Source: an optimization exercise on an open RTL-to-GDS flow (aim: small area and a short achievable clock period). Production flows keep margins and buffers that such runs may drop.
Only simulation tests tie the RTL to the original design; equivalence was not proved.
The clock port is modelled as an ideal driver; clocking choices that lean on that would not hold on a real chip.
No activity file was given, so power comes from the tool's default toggle rates.

File: flow/run.sh
#!/bin/bash
# The standard flow with three changes after synthesis, which is the
# standard one and runs on its own first:
# - port buffers are plain buffers (buf_4) instead of the delay cells
#   buffer_ports picks by default;
# - before clock tree synthesis, each output port's buffer is moved next
#   to the flip-flop that drives it (flow/outbuf.tcl), so the buffer drives
#   the wire to the pin;
# - clock tree synthesis inserts no dummy loads.
set -euo pipefail
bash standard.sh synth > synth.log 2>&1
bash standard.sh \
  "BUFFER_PORTS_ARGS=-buffer_cell sky130_fd_sc_hd__buf_4" \
  "PRE_CTS_TCL=$PWD/flow/outbuf.tcl" \
  "CTS_ARGS=-sink_clustering_enable -repair_clock_nets -sink_clustering_size 30 -sink_clustering_max_diameter 100 -dont_use_dummy_load" \
  finish > layout.log 2>&1
File: flow/outbuf.tcl
# Move each output port's buffer next to the flip-flop that drives it, so
# the buffer, not the flip-flop, drives the wire to the pin.
set block [ord::get_db_block]
set moved 0
foreach bt [$block getBTerms] {
  if {[$bt getIoType] ne "OUTPUT"} { continue }
  set net [$bt getNet]
  set buf ""
  foreach it [$net getITerms] { if {[$it isOutputSignal]} { set buf [$it getInst] } }
  if {$buf eq ""} { continue }
  set src ""
  foreach it [$buf getITerms] {
    if {[$it isInputSignal]} {
      foreach it2 [[$it getNet] getITerms] { if {[$it2 isOutputSignal]} { set src [$it2 getInst] } }
    }
  }
  if {$src eq ""} { continue }
  set loc [$src getLocation]
  set w [[$src getMaster] getWidth]
  $buf setLocation [expr {[lindex $loc 0] + $w}] [lindex $loc 1]
  $buf setPlacementStatus PLACED
  incr moved
}
puts "outbuf: moved $moved output buffers next to their drivers"
detailed_placement
File: standard.sh
#!/bin/bash
# synth_recipe.tcl (not shown) runs the flow's synth.tcl, then flattens the netlist and writes it again
# the make line also repeats each setting of config.mk as NAME=value (left out here)
make -C /OpenROAD-flow-scripts/flow DESIGN_CONFIG=/design/flow/config.mk WORK_HOME=/design/flow/orfs CLKGATE_MAP_FILE= SYNTH_SCRIPT=/design/flow/synth_recipe.tcl "${@:-finish}"
File: config.mk
export PLATFORM = sky130hd
export DESIGN_NAME = memAccessTop
export DESIGN_NICKNAME = memAccessTop
export VERILOG_FILES = /design/flow/design.v
export SDC_FILE = /design/flow/constraint.sdc
export NUM_CORES = 8
export LEC_CHECK = 0
export CAP_MARGIN = 20
export CORE_MARGIN = 2
export CORE_UTILIZATION = 72
export CTS_CLUSTER_DIAMETER = 100
export CTS_CLUSTER_SIZE = 30
export PLACE_DENSITY = 0.78
export SETUP_SLACK_MARGIN = 3.35
export SLEW_MARGIN = 20
export SYNTH_HIERARCHICAL = 1
export SYNTH_MEMORY_MAX_BITS = 16384
export SYNTH_MINIMUM_KEEP_SIZE = 0
File: constraint.sdc
create_clock -name core_clock -period 5.5 [get_ports {clk}]
set_input_delay 1.1000 -clock core_clock [delete_from_list [all_inputs] [get_ports {clk}]]
set_output_delay 1.1000 -clock core_clock [all_outputs]
set_load 0.01 [all_outputs]
File: design.v
package memPkg;
  localparam int DATA_W = 32;
  localparam int BYTES_PER_WORD = 4;
  localparam int DEFAULT_DEPTH = 128;
  typedef logic [DATA_W-1:0] dataT;
  typedef logic [BYTES_PER_WORD-1:0] byteEnT;
  typedef logic [4:0] regIdxT;
  typedef enum logic [3:0] {
    MEM_NONE,
    MEM_LW,
    MEM_LH,
    MEM_LHU,
    MEM_LB,
    MEM_LBU,
    MEM_SW,
    MEM_SH,
    MEM_SB
  } memOpT;
  typedef struct packed {
    logic [3:0] lane0;   
    logic       b1Lane1;  
    logic       b1Lane3;  
    logic       b1Sign;   
    logic       hiWord;   
    logic       hiSign;   
    logic [3:0] signLane;  
  } extCtlT;
endpackage
`timescale 1ns/1ps
module memRequestStage #(
  parameter int depth = memPkg::DEFAULT_DEPTH,
  localparam int idxW = (depth > 1) ? $clog2(depth) : 1,
  localparam int loW  = (idxW + 1) / 2,
  localparam int hiW  = (idxW > loW) ? idxW - loW : 1
) (
  input  logic                    clk,
  input  logic                    rstN,
  input  memPkg::memOpT           op,
  input  memPkg::dataT            addr,
  input  memPkg::dataT            storeData,
  input  memPkg::regIdxT          regIdx,
  output logic [idxW-1:0]         wordIdx,
  output logic                    reqMemRead,
  output logic [2**hiW-1:0][3:0]  reqWrHiN,
  output logic [2**loW-1:0]       reqWrLoN,
  output memPkg::dataT            reqWrData,
  output logic [idxW-1:0]         reqWrIdx,
  output memPkg::byteEnT          reqWrByte,
  output memPkg::extCtlT          reqExt,
  output memPkg::regIdxT          reqRegIdx
);
  logic           isRead;
  logic           isWrite;
  logic           isUnsigned;
  logic           isHalf;
  logic           isByte;
  logic [1:0]     lane;
  memPkg::byteEnT laneEn;
  memPkg::dataT   laneData;
  memPkg::extCtlT ext;
  logic [2**hiW-1:0] hiSel;
  logic [2**loW-1:0] loSel;
  assign lane    = addr[1:0];
  assign wordIdx = idxW'(addr[memPkg::DATA_W-1:2] % depth);
  always_comb begin
    isRead     = 1'b0;
    isWrite    = 1'b0;
    isUnsigned = 1'b0;
    isHalf     = 1'b0;
    isByte     = 1'b0;
    case (op)
      memPkg::MEM_LW: isRead = 1'b1;
      memPkg::MEM_LH: begin
        isRead = 1'b1;
        isHalf = 1'b1;
      end
      memPkg::MEM_LHU: begin
        isRead     = 1'b1;
        isUnsigned = 1'b1;
        isHalf     = 1'b1;
      end
      memPkg::MEM_LB: begin
        isRead = 1'b1;
        isByte = 1'b1;
      end
      memPkg::MEM_LBU: begin
        isRead     = 1'b1;
        isUnsigned = 1'b1;
        isByte     = 1'b1;
      end
      memPkg::MEM_SW: isWrite = 1'b1;
      memPkg::MEM_SH: begin
        isWrite = 1'b1;
        isHalf  = 1'b1;
      end
      memPkg::MEM_SB: begin
        isWrite = 1'b1;
        isByte  = 1'b1;
      end
      default: ;
    endcase
  end
  storeAlign storeLanes (
    .isHalf    (isHalf),
    .isByte    (isByte),
    .lane      (lane),
    .storeData (storeData),
    .byteEn    (laneEn),
    .wrData    (laneData)
  );
  always_comb begin
    hiSel = '0;
    loSel = '0;
    hiSel[(idxW > loW) ? (wordIdx >> loW) : 0] = 1'b1;
    loSel[wordIdx[loW-1:0]] = 1'b1;
  end
  always_comb begin
    ext = '0;
    if (isByte) begin
      ext.lane0    = memPkg::byteEnT'(4'b0001 << lane);
      ext.b1Sign   = 1'b1;
      ext.hiSign   = 1'b1;
      ext.signLane = isUnsigned ? 4'b0000 : memPkg::byteEnT'(4'b0001 << lane);
    end else if (isHalf) begin
      ext.lane0    = lane[1] ? 4'b0100 : 4'b0001;
      ext.b1Lane1  = !lane[1];
      ext.b1Lane3  = lane[1];
      ext.hiSign   = 1'b1;
      ext.signLane = isUnsigned ? 4'b0000 : (lane[1] ? 4'b1000 : 4'b0010);
    end else begin
      ext.lane0    = 4'b0001;
      ext.b1Lane1  = 1'b1;
      ext.hiWord   = 1'b1;
    end
  end
  always_ff @(posedge clk) begin
    if (!rstN) begin
      reqMemRead <= 1'b0;
      reqWrHiN   <= '1;
      reqWrByte  <= '0;
    end else begin
      reqWrByte  <= isWrite ? laneEn : '0;
      reqMemRead <= isRead;
      for (int h = 0; h < 2**hiW; h++) begin
        reqWrHiN[h] <= ~(laneEn & {4{isWrite && hiSel[h]}});
      end
    end
  end
  always_ff @(posedge clk) begin
    reqWrLoN  <= ~loSel;
    reqWrIdx  <= wordIdx;
    reqWrData <= laneData;
    reqExt    <= ext;
    reqRegIdx <= regIdx;
  end
endmodule
`timescale 1ns/1ps
module storeAlign (
  input  logic           isHalf,
  input  logic           isByte,
  input  logic [1:0]     lane,
  input  memPkg::dataT   storeData,
  output memPkg::byteEnT byteEn,
  output memPkg::dataT   wrData
);
  always_comb begin
    if (isByte) begin
      byteEn = memPkg::byteEnT'(4'b0001 << lane);
    end else if (isHalf) begin
      byteEn = lane[1] ? 4'b1100 : 4'b0011;
    end else begin
      byteEn = 4'b1111;
    end
    wrData[7:0]   = storeData[7:0];
    wrData[15:8]  = isByte ? storeData[7:0] : storeData[15:8];
    wrData[23:16] = (isByte || isHalf) ? storeData[7:0] : storeData[23:16];
    wrData[31:24] = isByte ? storeData[7:0] :
                    isHalf ? storeData[15:8] : storeData[31:24];
  end
endmodule
`timescale 1ns/1ps
module gInv (
  input  logic a,
  output logic y
);
  assign y = !a;
endmodule
module gNand #(
  parameter int n = 2
) (
  input  logic [n-1:0] a,
  output logic         y
);
  assign y = !(&a);
endmodule
module gNor #(
  parameter int n = 2
) (
  input  logic [n-1:0] a,
  output logic         y
);
  assign y = !(|a);
endmodule
module rdBlock #(
  parameter int n = 16
) (
  input  logic [n-1:0] loN,
  input  logic [n-1:0] bits,
  output logic         x
);
  assign x = !(&(loN | bits));
endmodule
module gAo22 (
  input  logic [1:0] a,
  input  logic [1:0] b,
  output logic       y
);
  assign y = (a[0] && b[0]) || (a[1] && b[1]);
endmodule
module rdSelect #(
  parameter int depth = memPkg::DEFAULT_DEPTH,
  localparam int idxW = (depth > 1) ? $clog2(depth) : 1,
  localparam int loW  = (idxW + 1) / 2,
  localparam int hiW  = (idxW > loW) ? idxW - loW : 1
) (
  input  logic [idxW-1:0]    idx,
  output logic [2**loW-1:0]  loN,
  output logic [2**hiW-1:0]  hi
);
  logic [idxW-1:0]   idxN;
  logic [2**hiW-1:0] hiN;
  for (genvar i = 0; i < idxW; i++) begin : gIdx
    gInv uInv (
      .a (idx[i]),
      .y (idxN[i])
    );
  end
  for (genvar l = 0; l < 2**loW; l++) begin : gLo
    logic [loW-1:0] lit;
    for (genvar i = 0; i < loW; i++) begin : gLit
      assign lit[i] = ((l >> i) & 1) ? idx[i] : idxN[i];
    end
    gNand #(
      .n (loW)
    ) uNand (
      .a (lit),
      .y (loN[l])
    );
  end
  if (idxW > loW) begin : gHiDec
    for (genvar h = 0; h < 2**hiW; h++) begin : gHi
      logic [hiW-1:0] lit;
      for (genvar i = 0; i < hiW; i++) begin : gLit
        assign lit[i] = ((h >> i) & 1) ? idx[loW+i] : idxN[loW+i];
      end
      gNand #(
        .n (hiW)
      ) uNand (
        .a (lit),
        .y (hiN[h])
      );
    end
  end else begin : gHiNone
    assign hiN = '0;   
  end
  for (genvar h = 0; h < 2**hiW; h++) begin : gHiInv
    gInv uInv (
      .a (hiN[h]),
      .y (hi[h])
    );
  end
endmodule
module dataMemory #(
  parameter int depth = memPkg::DEFAULT_DEPTH,
  localparam int idxW = (depth > 1) ? $clog2(depth) : 1,
  localparam int loW  = (idxW + 1) / 2,
  localparam int hiW  = (idxW > loW) ? idxW - loW : 1,
  localparam int blockW  = 2**loW,
  localparam int nBlocks = (depth + blockW - 1) / blockW,
  localparam int parts   = (nBlocks + 1) / 2
) (
  input  logic                   clk,
  input  logic [2**hiW-1:0][3:0] wrHiN,
  input  logic [2**loW-1:0]      wrLoN,
  input  memPkg::dataT           wrData,
  input  logic [idxW-1:0]        wrIdx,
  input  memPkg::byteEnT         wrByte,
  input  logic [idxW-1:0]        rdIdx,
  output logic [parts-1:0][memPkg::DATA_W-1:0] zeroQ,
  output memPkg::byteEnT         hitQ,
  output memPkg::dataT           bypassQ
);
  localparam int dataW  = memPkg::DATA_W;
  memPkg::dataT mem [depth];
  logic [depth-1:0][3:0]       wrEn;
  logic [2**loW-1:0]           rdLoN;
  logic [2**hiW-1:0]           rdHi;
  memPkg::byteEnT              hitNext;
  logic [parts-1:0][dataW-1:0] zero;
  for (genvar w = 0; w < depth; w++) begin : gWrWord
    for (genvar b = 0; b < memPkg::BYTES_PER_WORD; b++) begin : gWrByte
      gNor #(
        .n (2)
      ) uEn (
        .a ({wrHiN[w >> loW][b], wrLoN[w % (2**loW)]}),
        .y (wrEn[w][b])
      );
    end
  end
  always_ff @(posedge clk) begin
    for (int w = 0; w < depth; w++) begin
      for (int b = 0; b < memPkg::BYTES_PER_WORD; b++) begin
        if (wrEn[w][b]) begin
          mem[w][b*8 +: 8] <= wrData[b*8 +: 8];
        end
      end
    end
  end
  rdSelect #(
    .depth (depth)
  ) uRdSelect (
    .idx (rdIdx),
    .loN (rdLoN),
    .hi  (rdHi)
  );
  for (genvar j = 0; j < dataW; j++) begin : gBit
    for (genvar p = 0; p < parts; p++) begin : gPart
      logic [1:0] x;
      logic [1:0] h;
      for (genvar k = 0; k < 2; k++) begin : gBlock
        localparam int blk = 2 * p + k;
        if (blk < nBlocks) begin : gRead
          logic [blockW-1:0] bits;
          for (genvar w = 0; w < blockW; w++) begin : gWord
            assign bits[w] = (blk*blockW+w < depth) ? mem[blk*blockW+w][j] : 1'b1;
          end
          rdBlock #(
            .n (blockW)
          ) uBlock (
            .loN  (rdLoN),
            .bits (bits),
            .x    (x[k])
          );
          assign h[k] = rdHi[blk];
        end else begin : gNone
          assign x[k] = 1'b0;
          assign h[k] = 1'b0;
        end
      end
      gAo22 uPart (
        .a (h),
        .b (x),
        .y (zero[p][j])
      );
    end
  end
  assign hitNext = (rdIdx == wrIdx) ? wrByte : '0;
  always_ff @(posedge clk) begin
    zeroQ   <= zero;
    hitQ    <= hitNext;
    bypassQ <= wrData;
  end
endmodule
`timescale 1ns/1ps
module loadUnit #(
  parameter int parts = 8
) (
  input  logic           clk,
  input  logic           rstN,
  input  logic           memRead,
  input  memPkg::extCtlT ext,
  input  memPkg::regIdxT regIdx,
  input  logic [parts-1:0][memPkg::DATA_W-1:0] zero,
  input  memPkg::byteEnT hit,
  input  memPkg::dataT   bypass,
  output logic           loadValid,
  output memPkg::dataT   loadData,
  output memPkg::regIdxT loadReg
);
  memPkg::dataT rdData;
  logic [7:0]   rdByte [4];
  logic         sign;
  memPkg::dataT extData;
  always_comb begin
    rdData = '1;
    for (int p = 0; p < parts; p++) begin
      rdData = rdData & ~zero[p];
    end
    for (int b = 0; b < 4; b++) begin
      rdByte[b] = hit[b] ? bypass[b*8 +: 8] : rdData[b*8 +: 8];
    end
  end
  always_comb begin
    sign = 1'b0;
    for (int b = 0; b < 4; b++) begin
      sign = sign | (ext.signLane[b] & rdByte[b][7]);
    end
    extData[7:0] = '0;
    for (int b = 0; b < 4; b++) begin
      extData[7:0] = extData[7:0] | (rdByte[b] & {8{ext.lane0[b]}});
    end
    extData[15:8]  = (rdByte[1] & {8{ext.b1Lane1}}) |
                     (rdByte[3] & {8{ext.b1Lane3}}) |
                     {8{ext.b1Sign & sign}};
    extData[31:16] = ({rdByte[3], rdByte[2]} & {16{ext.hiWord}}) |
                     {16{ext.hiSign & sign}};
  end
  always_ff @(posedge clk) begin
    if (!rstN) begin
      loadValid <= 1'b0;
    end else begin
      loadValid <= memRead;
    end
  end
  always_ff @(posedge clk) begin
    loadData <= extData;
    loadReg  <= regIdx;
  end
endmodule
`timescale 1ns/1ps
module memAccessTop #(
  parameter int memDepth = memPkg::DEFAULT_DEPTH
) (
  input  logic           clk,
  input  logic           rstN,
  input  memPkg::memOpT  op,
  input  memPkg::dataT   addr,
  input  memPkg::dataT   storeData,
  input  memPkg::regIdxT regIdx,
  output logic           loadValid,
  output memPkg::dataT   loadData,
  output memPkg::regIdxT loadReg
);
  localparam int idxW = (memDepth > 1) ? $clog2(memDepth) : 1;
  localparam int loW  = (idxW + 1) / 2;
  localparam int hiW  = (idxW > loW) ? idxW - loW : 1;
  localparam int readParts = ((memDepth + 2**loW - 1) / 2**loW + 1) / 2;
  logic [idxW-1:0]     exWordIdx;
  logic                reqMemRead;
  logic [2**hiW-1:0][3:0] reqWrHiN;
  logic [2**loW-1:0]   reqWrLoN;
  memPkg::dataT        reqWrData;
  logic [idxW-1:0]     reqWrIdx;
  memPkg::byteEnT      reqWrByte;
  memPkg::extCtlT      reqExt;
  memPkg::regIdxT      reqRegIdx;
  logic [readParts-1:0][memPkg::DATA_W-1:0] memZero;
  memPkg::byteEnT      memHit;
  memPkg::dataT        memBypass;
  memRequestStage #(
    .depth (memDepth)
  ) reqStage (
    .clk        (clk),
    .rstN       (rstN),
    .op         (op),
    .addr       (addr),
    .storeData  (storeData),
    .regIdx     (regIdx),
    .wordIdx    (exWordIdx),
    .reqMemRead (reqMemRead),
    .reqWrHiN   (reqWrHiN),
    .reqWrLoN   (reqWrLoN),
    .reqWrData  (reqWrData),
    .reqWrIdx   (reqWrIdx),
    .reqWrByte  (reqWrByte),
    .reqExt     (reqExt),
    .reqRegIdx  (reqRegIdx)
  );
  dataMemory #(
    .depth (memDepth)
  ) dataMem (
    .clk     (clk),
    .wrHiN   (reqWrHiN),
    .wrLoN   (reqWrLoN),
    .wrData  (reqWrData),
    .wrIdx   (reqWrIdx),
    .wrByte  (reqWrByte),
    .rdIdx   (exWordIdx),
    .zeroQ   (memZero),
    .hitQ    (memHit),
    .bypassQ (memBypass)
  );
  loadUnit #(
    .parts (readParts)
  ) loadPath (
    .clk       (clk),
    .rstN      (rstN),
    .memRead   (reqMemRead),
    .ext       (reqExt),
    .regIdx    (reqRegIdx),
    .zero      (memZero),
    .hit       (memHit),
    .bypass    (memBypass),
    .loadValid (loadValid),
    .loadData  (loadData),
    .loadReg   (loadReg)
  );
endmodule
==> flow_summary.yaml, run 1 <==
sta:
  hold_viol_final: 0
  setup_viol: 0
  fin_setup_tns_ns: 0
  worst_slack_ns: 2.99
  clock_skew_ns: 0.0618
  slew_headroom_pct: 13.3
  finalCritPeriodShare_pct: 45.6
  rsz0062_at_grt: "true"
  clock.fmax_mhz: 399
  slew_violations: 0
  max_slew.worst_pin.slew_ns: 1.30
  min_period_ns: 2.51
cells_and_area:
  areaGrowthSynthToFinish_pct: 10.1
  fin_area_um2: 169000
  drive_above_1_share_pct: 8.31
  final_common_cell: "edfxtp_1"
  layout_common_cells: "4096 x edfxtp_1, 2044 x o22ai_1, 1530 x nor2_1"
  final_util_pct: 79.7
  nNetsFinal: 9493
logic_synthesis:
  synth_flop_cell: "edfxtp_1"
  synth_top_family_by_area: "compound AO/OA/AOI/OAI gates"
  synth_top_area_share_pct: 80.2
  synth_fp_nets: 8921
  async_reset_ff_share_pct: 0
  yosysSeqAreaShare_pct: 84.3
  synthXorXnorAreaFrac_pct: 0.0514
  synth_area_um2: 153000
  ys_ff_latch: 4408
  synth_compound_area_share_pct: 9.58
  synth_area_leaders: "edfxtp_1 80%, o22ai_1 8.4%, dfxtp_1 4.1%"
  yosysTopAreaCell: "edfxtp_1"
  post_synth_num_cell_types: 57
  synthAdderAreaFrac_pct: 0.0734
  synth_edf_count: 4096
  avgSynthCellArea_um2: 17.3
  synth_warnings: 12
  muxShareOfSynthArea_pct: 0.118
  syn_inst: 8837
  synthSimpleGateAreaFrac_pct: 5.63
die:
  core_area_um2: 212000
  die_w_um: 465
  io_pins: 113
  initial_core_util_pct: 72.4
  row_count: 169
  die_area_um2: 217000
  fp.dieH_um: 465
power:
  powerDensity_nw_per_um2: 330
  p_leak_nw: 51.4
  total_power_mw: 55.6
  power_frac_seq_pct: 67.9
  p_comb_share_pct: 5.6
  vdd_drop_max_mv: 0.376
  sw_frac_of_total_pct: 22.0
  p_int_mw: 43.4
  p_clk_share_pct: 26.5
  switchingPower_mw: 12.2
place:
  place_area_um2: 159000
  gp_congestion: 0.935
  io_buffers: 89
  dpl.hpwl_um: 230000
  place_ws_ns: 1.76
global_route:
  grt_pass1_vias: 86800
  grt_overflow: 0
  grt_max_degree: 90
  grt_pass1_wl_um: 626000
  track_usage_pct: 41.7
  antenna_found_initial: 71
setup_path:
  crit_buf_inv: 1
  crit_family: "flip-flops"
  critPathRequiredTime_ns: 4.40
  setup.worst_path.class: "reg -> out"
  cp.arrival_ns: 1.41
  max_stage_delay_ns: 0.36
  crit_path_top_delay_cell: "dfxtp_2"
  cp_max_fo: 1
  start_kind: "register"
  crit_chain: "buf_12"
  end_kind: "output port"
flow_run:
  cap_violations: 0
status:
  status: "no timing/DRC/antenna violations"
routing:
  finalWirelength_um: 502000
  antenna_left: 0
  vias_per_cell: 7.87
  dr_total_vias: 96800
  dr.pass1.iters: 9
  detail_route.wl_per_cell_um: 40.8
  drc_errors: 0
  drt_iter0_drc: 20400
cts:
  clock_latency_ns: 0.87
  cts.sinks: 4408
  cts_buffers: 165
  cts_tree: "yes"
  clkTransAtPathRegs_ns: 0.12
min_path:
  hold_class: "in -> reg"
==> metal layers <==
metal  global-route usage [%]  share of wire [%]  vias to the layer above
li1                         -                  -                    37300
met1                     54.2                 29                    46600
met2                     61.3                 43                    10600
met3                     12.7                 18                     2301
met4                     28.7                9.5                       40
met5                        0              0.098                        -
==> synthesized netlist by cell type, drive strengths merged, types with 9 or more instances <==
cell / n
edfxtp: 4096
clkbuf: 13
nor2: 1547
nand4: 274
o22ai: 2048
mux2i: 9
o21ai: 54
a22o: 129
a221o: 9
a22oi: 17
buf: 28
inv: 33
ha: 9
or4: 32
nand2: 124
nand3: 13
dfxtp: 312
a21oi: 12
==> through the flow <==
step,hold slack [ns],instances
2_1_floorplan,0.310,8837
3_5_place_dp,0.314,11800
5_1_grt,0.300,12200
3_3_place_gp,0.310,11800
6_report,0.321,12300
4_1_cts,0.300,12100
==> modules after synthesis, one instance, submodules excluded, a selection <==
module,cell area (um^2),flip-flops and latches,times used,cells
storeAlign,469,0,1,68
gAo22,8.76,0,128,1
gInv,3.75,0,15,1
==> power groups by stage <==
stage	Combinational (mW)	Clock, mW	Sequential (mW)
detailed placement	2.35	0	38.4
finish	3.13	14.7	37.7
global placement	2.28	0	38.4
floorplan	1.02	0	38.4
CTS	2.67	14.4	37.7
global route	3.09	15.5	37.7
==> area by class of cell <==
cell class                 count  area (um^2)
antenna                       69          173
clock buffer                 165         4130
fill                       10300        43100
inverter                      33          150
multi-input combinational   4355        23900
sequential                  4408       129000
tap                         2821         3530
timing repair buffer         446         7400
==> repair_timing <==
item                                   in CTS  in global routing
endpoints found under the hold margin       0                  0
resized for setup                         217                142
buffers inserted                           40                 62
setup endpoints to repair                1149                322
gates cloned                               59                 67
hold buffers                                0                  0
pin swaps                                  17                 47
==> cells by family (layout without fill, tap and decap cells) <==
kind of cell | count (synthesis) | count (layout)
AOI/OAI and AO/OA | 2285 | 2285
xor gates and xnor gates | 9 | 9
adders and majority gates | 9 | 9
buffers and inverters | 74 | 644
DFF | 4408 | 4408
muxes | 17 | 17
other | 0 | 69
and+or+nand+nor | 2035 | 2035
==> final timing paths <==
path | start | endpoint | slack [ns] | depth (start not counted)
worst min-delay path | regIdx[0] | reqStage.reqRegIdx[0] | 0.32 | 1
worst max-delay path | loadPath.loadData[23] | loadData[23] | 2.99 | 1
worst min register to register | reqStage.reqRegIdx[3] | loadPath.loadReg[3] | 0.33 | 0
worst max register to register | dataMem.hitQ[3] | loadPath.loadData[13] | 3.15 | 5
==> flip-flops by register name (all words and copies together) (netlist names) <==
signal               count
reqStage.reqWrByte       4
reqStage.reqRegIdx       5
loadPath.loadValid       1
dataMem.zeroQ          128
reqStage.reqMemRead      1
loadPath.loadReg         5
dataMem.bypassQ         32
reqStage.reqWrLoN       16
dataMem.mem           4096
loadPath.loadData       32
reqStage.reqWrHiN       32
reqStage.reqWrIdx        7
reqStage.reqWrData      32
dataMem.hitQ             4
reqStage.reqExt         13
==> run 2, diff against run 1 <==
--- a/design.v
+++ b/design.v
@@ -295,4 +295,5 @@
   logic [depth-1:0][3:0]       wrEn;
-  logic [2**loW-1:0]           rdLoN;
-  logic [2**hiW-1:0]           rdHi;
+  localparam int selCopies = 2;
+  logic [selCopies-1:0][2**loW-1:0] rdLoN;
+  logic [selCopies-1:0][2**hiW-1:0] rdHi;
   memPkg::byteEnT              hitNext;
@@ -318,9 +319,11 @@
   end
-  rdSelect #(
-    .depth (depth)
-  ) uRdSelect (
-    .idx (rdIdx),
-    .loN (rdLoN),
-    .hi  (rdHi)
-  );
+  for (genvar c = 0; c < selCopies; c++) begin : gSel
+    rdSelect #(
+      .depth (depth)
+    ) uRdSelect (
+      .idx (rdIdx),
+      .loN (rdLoN[c]),
+      .hi  (rdHi[c])
+    );
+  end
   for (genvar j = 0; j < dataW; j++) begin : gBit
@@ -339,3 +342,3 @@
           ) uBlock (
-            .loN  (rdLoN),
+            .loN  (rdLoN[j*selCopies/dataW]),
             .bits (bits),
@@ -343,3 +346,3 @@
           );
-          assign h[k] = rdHi[blk];
+          assign h[k] = rdHi[j*selCopies/dataW][blk];
         end else begin : gNone
--- a/config.mk
+++ b/config.mk
@@ -13,3 +13,3 @@
 export PLACE_DENSITY = 0.78
-export SETUP_SLACK_MARGIN = 3.35
+export SETUP_SLACK_MARGIN = 3.2
 export SLEW_MARGIN = 20
==> run 2 against run 1 <==
Net effect:
- highest routed layer unchanged
- critical endpoint is now loadData[6]
- final cell count is 1.1% lower
- synthesized cell count is 0.44% higher
- clock skew is 0.021 ns lower
- still clean on timing, DRC and antenna
- largest cell class unchanged
- critical path type unchanged
==> flow_summary.yaml, run 2 <==
power:
  powerDensity_nw_per_um2: 332
  total_power_mw: 54.9
  p_leak_nw: 49.8
  vdd_drop_max_mv: 0.406
routing:
  dr_total_vias: 90600
  vias_per_cell: 7.45
  drt_iter0_drc: 17000
  finalWirelength_um: 422000
  drc_errors: 0
  antenna_left: 0
  dr.pass1.iters: 23
  detail_route.wl_per_cell_um: 34.7
min_path:
  hold_class: "in -> reg"
  min_from: "regIdx[2]"
global_route:
  grt_pass1_vias: 84000
  grt_pass1_wl_um: 582000
  antenna_found_initial: 28
  grt_overflow: 0
  track_usage_pct: 37.8
  grt_max_degree: 129
logic_synthesis:
  yosysMostFrequentCell: "edfxtp_1"
  syn_inst: 8876
  synth_edf_count: 4096
  async_reset_ff_share_pct: 0
  yosysTopAreaCell: "edfxtp_1"
  synth_top_area_share_pct: 80.1
  synth_warnings: 12
  synth_flop_cell: "edfxtp_1"
  post_synth_num_cell_types: 57
  avgSynthCellArea_um2: 17.3
  synth_area_leaders: "edfxtp_1 80%, o22ai_1 8.3%, dfxtp_1 4.1%"
  ys_ff_latch: 4408
  synth_fp_nets: 8960
  synth_common_cells: "4096 x edfxtp_1, 2048 x o22ai_1, 1546 x nor2_1"
  yosysSeqAreaShare_pct: 84.2
  synth_area_um2: 154000
sta:
  fin_setup_tns_ns: 0
  slew_headroom_pct: 17.6
  min_period_ns: 2.48
  rsz0062_at_grt: "true"
  hold_viol_final: 0
  finalCritPeriodShare_pct: 45.0
  whs_ns: 0.307
  max_slew.worst_pin.slew_ns: 1.24
  slew_violations: 0
  setup_viol: 0
  clock.fmax_mhz: 404
  clock_skew_ns: 0.0403
cells_and_area:
  drive_above_1_share_pct: 6.60
  reg_top3: "dataMem.mem: 4096 flops, dataMem.zeroQ: 128 flops"
  final_common_cell: "edfxtp_1"
  nNetsFinal: 9390
  largest-register: "dataMem.mem"
  layout_common_cells: "4096 x edfxtp_1, 2048 x o22ai_1, 1545 x nor2_1"
  areaGrowthSynthToFinish_pct: 7.66
  fin_area_um2: 165000
  largest_reg_flops: 4096
place:
  io_buffers: 89
  dpl.hpwl_um: 229000
  gp_congestion: 0.894
  place_area_um2: 159000
flow_run:
  cap_violations: 0
setup_path:
  critPathRequiredTime_ns: 4.40
  r2r_start: "dataMem.zeroQ[22]"
  crit_family: "flip-flops"
  cp_max_fo: 1
  start_kind: "register"
  startpoint: "loadPath.loadData[6]"
  crit_path_top_delay_cell: "dfxtp_2"
  max_stage_delay_ns: 0.35
  crit_buf_inv: 1
  setup.worst_path.class: "reg -> out"
  end_kind: "output port"
  crit_chain: "buf_6"
  cp.arrival_ns: 1.38
die:
  die_area_um2: 217000
  initial_core_util_pct: 72.4
  fp.dieH_um: 466
  die_w_um: 466
  io_pins: 113
  row_count: 169
  core_area_um2: 212000
cts:
  clock_latency_ns: 0.88
  clkTransAtPathRegs_ns: 0.11
  cts.sinks: 4408
  cts_tree: "yes"
  cts_buffers: 164
status:
  status: "no timing/DRC/antenna violations"
[run 2: cell count changes after synthesis, sizes merged]
cell	delta
nand4	+16
inv	+15
nand3	+8
[run 2: modules after synthesis (local to each module, per instance), excerpt]
module	cells	cell area [um^2]	copies in the design
gAo22	1	8.76	128
gInv	1	3.75	30
storeAlign	68	469	1
[run 2: routing by layer]
| layer | GRT usage (%) | up-vias | wire length [um] |
|---|---|---|---|
| li1 | - | 37000 | - |
| met1 | 53.7 | 44800 | 139000 |
| met2 | 56.2 | 7619 | 191000 |
| met3 | 8.77 | 1129 | 65900 |
| met4 | 19.3 | 38 | 25700 |
| met5 | 0 | - | 292 |
[run 2: logic make-up (layout without fill, tap and decap cells)]
family	Yosys count	after routing	share of synthesized area, %
compound gates	2285	2285	9.57
flops	4408	4408	84.2
fa+ha+maj	9	9	0.0734
buf+inv	89	517	0.284
other cells	0	35	0
simple gates	2059	2059	5.71
mux	17	17	0.117
xor+xnor	9	9	0.0513
[run 2: layout make-up]
| cell class | count | area, um^2 |
|---|---|---|
| multi-input combinational | 4379 | 24000 |
| timing repair buffer | 305 | 3930 |
| sequential | 4408 | 129000 |
| fill | 10900 | 46800 |
| tap | 2821 | 3530 |
| inverter | 48 | 208 |
| antenna | 35 | 87.6 |
| clock buffer | 164 | 4100 |
[run 2: report_power, final]
part	leakage (nW)	switching [mW]	total (mW)	internal, mW
clock network	2.02	9.06	14.5	5.39
logic	8.80	2.02	2.73	0.706
registers	39.0	0.617	37.7	37.1
total	49.8	11.7	54.9	43.2
[run 2: path summary, 6_finish.rpt]
check	to	depth (start not counted)	slack (ns)
setup / recovery	loadData[6]	1	3.02
hold / removal	reqStage.reqRegIdx[2]	1	0.31
setup reg to reg	loadPath.loadData[22]	4	3.09
hold reg to reg	loadPath.loadReg[1]	0	0.33
[run 2: metrics by stage]
step | util, % | setup WS [ns] | cells
after floorplan | - | 0.331 | 8876
after global placement | 75.0 | 1.41 | 11900
after detailed placement | 75.1 | 1.61 | 11900
after CTS | 77.7 | 2.99 | 12100
after global routing | 77.9 | 3.00 | 12100
final | 77.9 | 3.02 | 12200
[run 2: what timing repair did]
item                                    4_1_cts  5_1_grt
gates cloned                                 19       12
pin swaps                                    14        8
setup buffers                                40       11
endpoints found under the setup margin      222      155
hold buffers                                  0        0
resized for setup                           114       63
==> run 3, diff against run 2 <==
--- a/config.mk
+++ b/config.mk
@@ -13,3 +13,3 @@
 export PLACE_DENSITY = 0.78
-export SETUP_SLACK_MARGIN = 3.2
+export SETUP_SLACK_MARGIN = 3.0
 export SLEW_MARGIN = 20
==> run 3 against run 2 <==
Net effect:
- largest cell class unchanged
- cell area down 0.41%
- highest routed layer unchanged
- global-route usage down 0.95 points
- area after synthesis unchanged
- still clean on timing, DRC and antenna
==> flow_summary.yaml, run 3 <==
routing:
  finalWirelength_um: 412000
  dr_total_vias: 89400
  dr.pass1.iters: 22
  detail_route.wl_per_cell_um: 33.9
  vias_per_cell: 7.36
  drt_iter0_drc: 15300
  antenna_left: 0
  drc_errors: 0
power:
  vdd_drop_max_mv: 0.442
  powerDensity_nw_per_um2: 332
  p_leak_nw: 49.5
logic_synthesis:
  async_reset_ff_share_pct: 0
  synth_flop_cell: "edfxtp_1"
  post_synth_num_cell_types: 57
  ys_ff_latch: 4408
  synth_fp_nets: 8960
  avgSynthCellArea_um2: 17.3
  yosysTopAreaCell: "edfxtp_1"
  yosysSeqAreaShare_pct: 84.2
  synth_warnings: 12
  syn_inst: 8876
  synth_area_um2: 154000
  synth_common_cells: "4096 x edfxtp_1, 2048 x o22ai_1, 1546 x nor2_1"
  synth_top_area_share_pct: 80.1
  synth_edf_count: 4096
  synth_area_leaders: "edfxtp_1 80%, o22ai_1 8.3%, dfxtp_1 4.1%"
  yosysMostFrequentCell: "edfxtp_1"
cts:
  postCtsHoldBufs: 0
  clock_latency_ns: 0.88
  clkTransAtPathRegs_ns: 0.11
  cts_tree: "yes"
  cts.sinks: 4408
  cts_buffers: 164
sta:
  clock_skew_ns: 0.0374
  whs_ns: 0.319
  finalCritPeriodShare_pct: 47.2
  slew_violations: 0
  max_slew.worst_pin.slew_ns: 1.29
  min_period_ns: 2.60
  fin_setup_tns_ns: 0
  slew_headroom_pct: 14.3
  hold_viol_final: 0
  clock.fmax_mhz: 385
  setup_viol: 0
  rsz0062_at_grt: "true"
global_route:
  grt_pass1_vias: 84000
  antenna_found_initial: 30
  grt_overflow: 0
  grt_pass1_wl_um: 571000
  grt_max_degree: 129
  track_usage_pct: 36.8
min_path:
  hold_class: "in -> reg"
cells_and_area:
  fin_area_um2: 165000
  nFillCells: 11200
  final_util_pct: 77.6
  final_common_cell: "edfxtp_1"
  nNetsFinal: 9388
  drive_above_1_share_pct: 6.03
  reg_top3: "dataMem.mem: 4096 flops, dataMem.zeroQ: 128 flops"
  areaGrowthSynthToFinish_pct: 7.22
  largest_reg_flops: 4096
  largest-register: "dataMem.mem"
  layout_common_cells: "4096 x edfxtp_1, 2048 x o22ai_1, 1543 x nor2_1"
flow_run:
  cap_violations: 0
die:
  die_area_um2: 217000
  die_w_um: 466
  initial_core_util_pct: 72.4
  core_area_um2: 212000
  fp.dieH_um: 466
  row_count: 169
  io_pins: 113
place:
  io_buffers: 89
  gp_congestion: 0.919
  place_area_um2: 159000
  dpl.hpwl_um: 232000
setup_path:
  cp_max_fo: 16
  start_kind: "primary input"
  setup.worst_path.class: "in -> reg"
  critPathRequiredTime_ns: 6.21
  end_kind: "register"
  cp.arrival_ns: 3.31
status:
  status: "no timing/DRC/antenna violations"
run 3: final timing paths:
path,slack [ns],to,startpoint,cells past startpoint
worst max-delay path,2.90,reqStage.reqWrHiN[28],addr[7],6
worst min-delay path,0.32,reqStage.reqRegIdx[4],regIdx[4],1
worst max register to register,3.04,loadPath.loadData[7],dataMem.hitQ[3],5
worst min register to register,0.34,loadPath.loadReg[1],reqStage.reqRegIdx[1],0
run 3: through the flow:
| stage | power (mW) | instances | worst slack (ns) |
|---|---|---|---|
| 2_1_floorplan | 39.4 | 8876 | 0.331 |
| 3_3_place_gp | 40.7 | 11900 | 1.72 |
| 3_5_place_dp | 40.8 | 11900 | 1.65 |
| 4_1_cts | 54.5 | 12100 | 3.00 |
| 5_1_grt | 55.8 | 12100 | 2.99 |
| 6_report | 54.7 | 12100 | 2.90 |
run 3: modules after synthesis, one instance, submodules excluded, a selection:
| module | times used | cells |
|---|---|---|
| storeAlign | 1 | 68 |
| gInv | 30 | 1 |
| gAo22 | 128 | 1 |
run 3: logic make-up after synthesis:
logic type / after synthesis / synth area share, %
flip-flops: 4408 / 84.2
AO/OA/AOI/OAI: 2285 / 9.57
AND/OR/NAND/NOR: 2059 / 5.71
buffers and inverters: 89 / 0.284
multiplexers: 17 / 0.117
XOR/XNOR: 9 / 0.0513
adder cells (fa/ha/maj): 9 / 0.0734
run 3: metal layers:
| metal | global-route usage (%) | up-vias | part of all wire (%) |
|---|---|---|---|
| met2 | 57.1 | 7023 | 46 |
| li1 | - | 37000 | - |
| met4 | 22.1 | 18 | 7.8 |
| met1 | 49.8 | 44200 | 33 |
| met3 | 6.87 | 1219 | 13 |
| met5 | 0 | - | 0.031 |
run 3: cell type report:
type | instances | area [um^2] | area share [%]
inverters | 48 | 208 | 0.126
repair buffers | 303 | 3360 | 2.04
well taps | 2821 | 3530 | 2.14
clock buffers | 164 | 4100 | 2.49
diodes | 25 | 62.6 | 0.0380
multi-input cells | 4379 | 23900 | 14.5
flip-flops and latches | 4408 | 129000 | 78.6
run 3: report_power, final:
part / total (mW) / switching, mW / leakage [nW] / internal [mW]
Combinational: 2.65 / 2.00 / 8.47 / 0.652
Clock: 14.4 / 9.02 / 2.02 / 5.39
Sequential: 37.7 / 0.581 / 39.0 / 37.1
Total: 54.7 / 11.6 / 49.5 / 43.1
run 3: worst max-delay path, cell delays in order:
cell	delay, ns
buf_4	0.29
inv_1	0.17
ha_1	0.24
ha_4	0.25
and3b_1	1.07
nand2_1	0.17
run 3: repair_timing:
item,4_1_cts,5_1_grt
resized for setup,17,31
cloned,6,11
setup endpoints to repair,158,118
pin swaps,13,7
setup buffers,43,11
==> run 4, diff against run 3 <==
--- a/config.mk
+++ b/config.mk
@@ -13,3 +13,3 @@
 export PLACE_DENSITY = 0.78
-export SETUP_SLACK_MARGIN = 3.0
+export SETUP_SLACK_MARGIN = 3.1
 export SLEW_MARGIN = 20
==> run 4 against run 3 <==
Net effect:
- worst hold slack gained 0.0023 ns
- register-to-register slack is essentially flat
- flip-flop and latch count stayed put
- critical path type unchanged
- routed wire length up 3.0%
- highest routed layer unchanged
==> flow_summary.yaml, run 4 <==
status:
  status: "no timing/DRC/antenna violations"
min_path:
  hold_class: "in -> reg"
logic_synthesis:
  synth_common_cells: "4096 x edfxtp_1, 2048 x o22ai_1, 1546 x nor2_1"
  yosysSeqAreaShare_pct: 84.2
  synth_edf_count: 4096
  avgSynthCellArea_um2: 17.3
  synth_flop_cell: "edfxtp_1"
  synth_warnings: 12
  ys_ff_latch: 4408
  post_synth_num_cell_types: 57
  syn_inst: 8876
  yosysTopAreaCell: "edfxtp_1"
  synth_area_um2: 154000
  synth_area_leaders: "edfxtp_1 80%, o22ai_1 8.3%, dfxtp_1 4.1%"
  yosysMostFrequentCell: "edfxtp_1"
  synth_top_area_share_pct: 80.1
  async_reset_ff_share_pct: 0
  synth_fp_nets: 8960
cells_and_area:
  nFillCells: 11100
  drive_above_1_share_pct: 6.79
  multi_input_area_um2: 24000
  areaGrowthSynthToFinish_pct: 7.72
  reg_top3: "dataMem.mem: 4096 flops, dataMem.zeroQ: 128 flops"
  largest_reg_flops: 4096
  layout.cells.non_filler: 12200
  final_common_cell: "edfxtp_1"
  final_util_pct: 78.0
  nNetsFinal: 9411
  largest-register: "dataMem.mem"
  seq_area_um2: 129000
  layout_common_cells: "4096 x edfxtp_1, 2048 x o22ai_1, 1543 x nor2_1"
setup_path:
  crit_chain: "buf_6 -> inv_2 -> nand4_1 -> buf_4 -> clkbuf_8 -> o22ai_1 -> nor2_1 -> nand4_1 -> a22o_1"
  critPathRequiredTime_ns: 6.27
  cp.arrival_ns: 3.29
  end_kind: "register"
  setup.worst_path.class: "in -> reg"
  max_stage_delay_ns: 0.44
  cp_max_fo: 40
  crit_path_top_delay_cell: "clkbuf_8"
  start_kind: "primary input"
  cpMostUsedCell: "nand4_1"
  r2r_slack_ns: 3.03
cts:
  cts_tree: "yes"
  clkTransAtPathRegs_ns: 0.10
  cts_buffers: 164
  clock_latency_ns: 0.88
  cts.sinks: 4408
routing:
  detail_route.wl_per_cell_um: 34.8
  antenna_left: 0
  drc_errors: 0
  drt_iter0_drc: 17500
  vias_per_cell: 7.48
  dr_total_vias: 91000
  finalWirelength_um: 424000
  dr.pass1.iters: 24
global_route:
  track_usage_pct: 37.6
  grt_pass1_vias: 84600
  antenna_found_initial: 25
  grt_overflow: 0
  grt_pass1_wl_um: 579000
  grt_max_degree: 129
power:
  switchingPower_mw: 11.7
  sw_frac_of_total_pct: 21.2
  power_frac_seq_pct: 68.7
  p_comb_share_pct: 5.0
  powerDensity_nw_per_um2: 332
  p_int_mw: 43.2
  vdd_drop_max_mv: 0.407
  p_clk_share_pct: 26.3
  p_leak_nw: 49.9
sta:
  slew_violations: 0
  fin_setup_tns_ns: 0
  hold_viol_final: 0
  min_period_ns: 2.52
  slew_headroom_pct: 13.4
  setup_viol: 0
  clock.fmax_mhz: 397
  max_slew.worst_pin.slew_ns: 1.29
  rsz0062_at_grt: "true"
  finalCritPeriodShare_pct: 45.9
  worst_slack_ns: 2.98
  clock_skew_ns: 0.0673
die:
  die_w_um: 466
  initial_core_util_pct: 72.4
  io_pins: 113
  die_area_um2: 217000
  core_area_um2: 212000
  fp.dieH_um: 466
  row_count: 169
place:
  dp_cells: 11900
  place_ws_ns: 1.60
  dpl.hpwl_um: 229000
  io_buffers: 89
  gp_congestion: 0.896
flow_run:
  cap_violations: 0
-- run 4: cell counts after synthesis --
No cell type changed its count.
-- run 4: power by group through the flow --
stage | combinational, mW | clock (mW) | sequential (mW)
3_3_place_gp | 2.32 | 0 | 38.4
5_1_grt | 2.79 | 15.4 | 37.7
3_5_place_dp | 2.39 | 0 | 38.4
4_1_cts | 2.58 | 14.3 | 37.7
2_1_floorplan | 0.972 | 0 | 38.4
6_report | 2.75 | 14.4 | 37.7
-- run 4: area by class of cell --
cell class / count / share of cell area, %
Sequential cell: 4408 / 78.3
Multi-Input combinational cell: 4380 / 14.5
Tap cell: 2821 / 2.13
Antenna cell: 24 / 0.0363
Inverter: 48 / 0.126
Clock buffer: 164 / 2.48
Timing Repair Buffer: 325 / 2.45
-- run 4: critical path: cells and delay by family --
| kind | cells | cell delay (ns) |
|---|---|---|
| AO/OA/AOI/OAI | 2 | 0.41 |
| buffers and inverters | 4 | 1.08 |
| AND/OR/NAND/NOR | 3 | 0.65 |
-- run 4: through the flow --
step | hold slack (ns) | total power [mW] | instance area (um^2)
floorplan | 0.310 | 39.4 | 154000
global placement | 0.310 | 40.7 | 159000
detailed placement | 0.315 | 40.8 | 159000
CTS | 0.265 | 54.5 | 165000
global route | 0.290 | 55.9 | 165000
finish | 0.322 | 54.9 | 165000
-- run 4: per-layer routing --
layer	global-route usage [%]	part of all wire (%)	wire, um
met5	0	0.029	121
met4	18.0	5.7	24000
met3	7.86	16	66000
met2	57.4	46	195000
met1	53.2	33	139000
-- run 4: final timing paths --
kind                          from               endpoint  cells after the start
max reg2reg      dataMem.zeroQ[21]  loadPath.loadData[21]                      4
max                        addr[3]      dataMem.zeroQ[52]                      9
min                      regIdx[0]  reqStage.reqRegIdx[0]                      1
min reg2reg  reqStage.reqRegIdx[4]    loadPath.loadReg[4]                      0
-- run 4: logic make-up (layout without fill, tap and decap cells) --
logic type,Yosys count,after routing,share of synthesized area (%)
other,0,24,0
buffers and inverters,89,537,0.284
adder cells (fa/ha/maj),9,9,0.0734
flip-flops,4408,4408,84.2
AND/OR/NAND/NOR,2059,2059,5.71
AO/OA/AOI/OAI,2285,2286,9.57
multiplexers,17,17,0.117
XOR/XNOR,9,9,0.0513
-- run 4: Yosys stat by module (local to each module, per instance), a selection --
module      cells inside  times used  flip-flops and latches
gInv                   1          30                       0
storeAlign            68           1                       0
gAo22                  1         128                       0
-- run 4: timing repair --
action                     CTS  global route
pin swaps                   15             6
cloned                      20            15
setup endpoints to repair  210           165
hold buffers                 0             0
gates resized for setup     86            80
buffers inserted            47            19

[port drivers added, routing unchanged]
Ports are ideal in the flow. The routed layouts listed here were re-timed in OpenROAD.
Step 1: set_driving_cell puts a clkbuf_16 on clk and a buf_2 on each other input, an assumption about the parent block.
Step 2 also shifts input and output timing later by t, the mid clock arrival at the registers, as if the neighbouring blocks saw the same clock.
Slacks: no drivers / after step 1 / after step 2; pairs: no drivers / after step 1.
run	t (ns)	setup WS [ns]	hold WS [ns]
run 1	0.941	2.993 / 2.904 / 2.058	0.321 / 0.258 / 0.335
run 2	0.952	3.025 / 2.937 / 2.103	0.307 / 0.249 / 0.334
run 3	0.957	2.902 / 2.937 / 1.980	0.319 / 0.257 / 0.336
run 4	0.939	2.978 / 2.942 / 2.003	0.322 / 0.257 / 0.332
After both steps every run listed still meets setup and hold. The setup slack of run 4, which loses most, moves by -0.036 ns with the drivers and by -0.975 ns with both steps.
